Source: an optimization exercise on an open RTL-to-GDS flow (aim: small area). Production flows keep margins and buffers that such runs may drop.
Function was checked by simulation only, so behaviour that the tests miss may differ from the original.

// div_top
module div_top (
    input  wire        i_clk,
    input  wire        i_rst,
    input  wire        en,
    input  wire [15:0] a,
    input  wire [15:0] b,
    output logic       done,
    output logic [15:0] result
);
    function automatic logic [26:0] add27(input logic [26:0] p, input logic [26:0] q, input logic ci);
        logic c;
        logic cz;
        logic pre;
        logic [26:0] h;
        c = ci;
        for (int j = 0; j < 9; j++) begin
            add27[j] = p[j] ^ q[j] ^ c;
            c = (p[j] & q[j]) | (c & (p[j] ^ q[j]));
        end
        cz = 1'b0;
        for (int j = 9; j < 18; j++) begin
            h[j] = p[j] ^ q[j] ^ cz;
            cz = (p[j] & q[j]) | (cz & (p[j] ^ q[j]));
        end
        pre = 1'b1;
        for (int j = 9; j < 18; j++) begin
            add27[j] = h[j] ^ (c & pre);
            pre = pre & h[j];
        end
        c = cz | (c & pre);
        cz = 1'b0;
        for (int j = 18; j < 27; j++) begin
            h[j] = p[j] ^ q[j] ^ cz;
            cz = (p[j] & q[j]) | (cz & (p[j] ^ q[j]));
        end
        pre = 1'b1;
        for (int j = 18; j < 27; j++) begin
            add27[j] = h[j] ^ (c & pre);
            pre = pre & h[j];
        end
        c = cz | (c & pre);
    endfunction
    function automatic logic [53:0] csa27(input logic [26:0] p, input logic [26:0] q, input logic [26:0] r, input logic ci);
        logic [26:0] s;
        logic [26:0] c;
        s = p ^ q ^ r;
        c = {((p[25:0] & q[25:0]) | (p[25:0] & r[25:0]) | (q[25:0] & r[25:0])), ci};
        csa27 = {c, s};
    endfunction
    logic [1:0]  phase;
    logic [26:0] x;
    logic [7:0]  bh;
  ...
For scale: roughly 1400 cells after synthesis, about 38 flip-flops, roughly 9900 um2 of cells after synthesis.
export LEC_CHECK = 0
export ABC_AREA = 1
export CAP_MARGIN = 20
export CORE_MARGIN = 2
export CORE_UTILIZATION = 55
export CTS_BUF_LIST = sky130_fd_sc_hd__clkbuf_4 sky130_fd_sc_hd__clkbuf_8
export GPL_TIMING_DRIVEN = 0
export SLEW_MARGIN = 20
create_clock -name core_clock -period 16.0 [get_ports {i_clk}]
standard.sh (not shown) runs the stock make flow with config.mk's settings and CLKGATE_MAP_FILE= SYNTH_SCRIPT=/design/flow/synth_recipe.tcl, a recipe that flattens the netlist after the stock synthesis.
==> flow/flow/run.sh <==
#!/bin/bash
# The standard layout with changes that only affect mapping and buffering:
#  - abc maps for area without its own fanout buffering and upsizing
#    (flow/abc_area.script replaces ORFS's abc_area.script; every other
#    ORFS script is used as it is),
#  - port buffers are the smallest buffer cell,
#  - any buffers from synthesis are removed at floorplan; repair_design and
#    repair_timing add what slew, capacitance and timing need.
set -euo pipefail
here=$(pwd)
mkdir -p "$here/scripts"
for f in "$FLOW_HOME"/scripts/*; do
  ln -sf "$f" "$here/scripts/"
done
rm -f "$here/scripts/abc_area.script"
cp "$here/flow/abc_area.script" "$here/scripts/abc_area.script"
export SCRIPTS_DIR="$here/scripts"
export BUFFER_PORTS_ARGS="-buffer_cell sky130_fd_sc_hd__buf_1"
export REMOVE_ABC_BUFFERS=1
bash standard.sh > standard_flow.log 2>&1
==> flow/flow/abc_area.script <==
strash
dch
map -a
topo
stime -c
dnsize -c
The first run produced a clean layout.
Edit:
--- a/flow/flow/run.sh
+++ b/flow/flow/run.sh
@@ -6,3 +6,3 @@
 #  - port buffers are the smallest buffer cell,
-#  - any buffers from synthesis are removed at floorplan; repair_design and
+#  - abc buffers high fanout nets itself; repair_design and
 #    repair_timing add what slew, capacitance and timing need.
@@ -18,3 +18,3 @@
 export BUFFER_PORTS_ARGS="-buffer_cell sky130_fd_sc_hd__buf_1"
-export REMOVE_ABC_BUFFERS=1
+export REMOVE_ABC_BUFFERS=0
 bash standard.sh > standard_flow.log 2>&1
==> flow/flow/abc_area.script (replaced) <==
strash
dch
map -a
topo
stime -c
buffer -c
dnsize -c
- CORE_UTILIZATION: 55 -> 50
What happened: Maximum frequency fell by about 0.4%; sequential share of layout area stays flat.
Edit:
--- a/flow/flow/run.sh
+++ b/flow/flow/run.sh
@@ -6,3 +6,3 @@
 #  - port buffers are the smallest buffer cell,
-#  - abc buffers high fanout nets itself; repair_design and
+#  - any buffers from synthesis are removed at floorplan; repair_design and
 #    repair_timing add what slew, capacitance and timing need.
@@ -18,3 +18,3 @@
 export BUFFER_PORTS_ARGS="-buffer_cell sky130_fd_sc_hd__buf_1"
-export REMOVE_ABC_BUFFERS=0
+export REMOVE_ABC_BUFFERS=1
 bash standard.sh > standard_flow.log 2>&1
==> flow/flow/abc_area.script (replaced) <==
strash
dch
map -a
topo
stime -c
dnsize -c
- CAP_MARGIN: 20 -> 5
- CORE_UTILIZATION: 50 -> 55
- SLEW_MARGIN: 20 -> 5
- The changed run produced a clean layout
- worst setup slack loses 120 ps
- sequential share of layout area rises by 0.12 points
- design area falls slightly
- die area falls by roughly a tenth
- first-iteration DRC count falls by roughly a tenth
- final cell count falls by a little under a tenth
- routed wire length falls by about a fifth
Edit:
- PLACE_DENSITY: not set -> 0.75
Effect: Sequential cell count does not change; synthesized cell count is unchanged; global-route usage drops by 1.9 points; worst hold slack improved by 49 ps; wire length shrinks by 3.8%; die area stays the same; synthesized area stays the same; cell area stays flat.

==> re-timing with driven ports <==
No port has a modelled driver above. Below, the same layouts with a new extraction and two added sets of constraints. Step 1 assumes that a clkbuf_16 drives the clock port and a buf_2 every other input. Step 2 times the ports against the registers' clock, not the clock port: input delays grow and output delays shrink by t, the midpoint of the rising clock arrivals with the driver on. a / b / c = no drivers / after step 1 / after step 2; a / b = the first two.
run	t, ns	setup WS [ns]	hold WS [ns]	slew at the worst register clock pin (ns)
the first run	0.325	0.675 / 0.647 / 0.971	0.597 / 0.597 / 0.597	0.09 / 0.09
the second run	0.328	0.614 / 0.584 / 0.912	0.557 / 0.557 / 0.557	0.09 / 0.09
the third run	0.327	0.490 / 0.456 / 0.782	0.543 / 0.543 / 0.543	0.08 / 0.08
the fourth run	0.330	0.771 / 0.746 / 1.076	0.592 / 0.592 / 0.592	0.09 / 0.09
After both steps setup and hold are still met in every run listed.
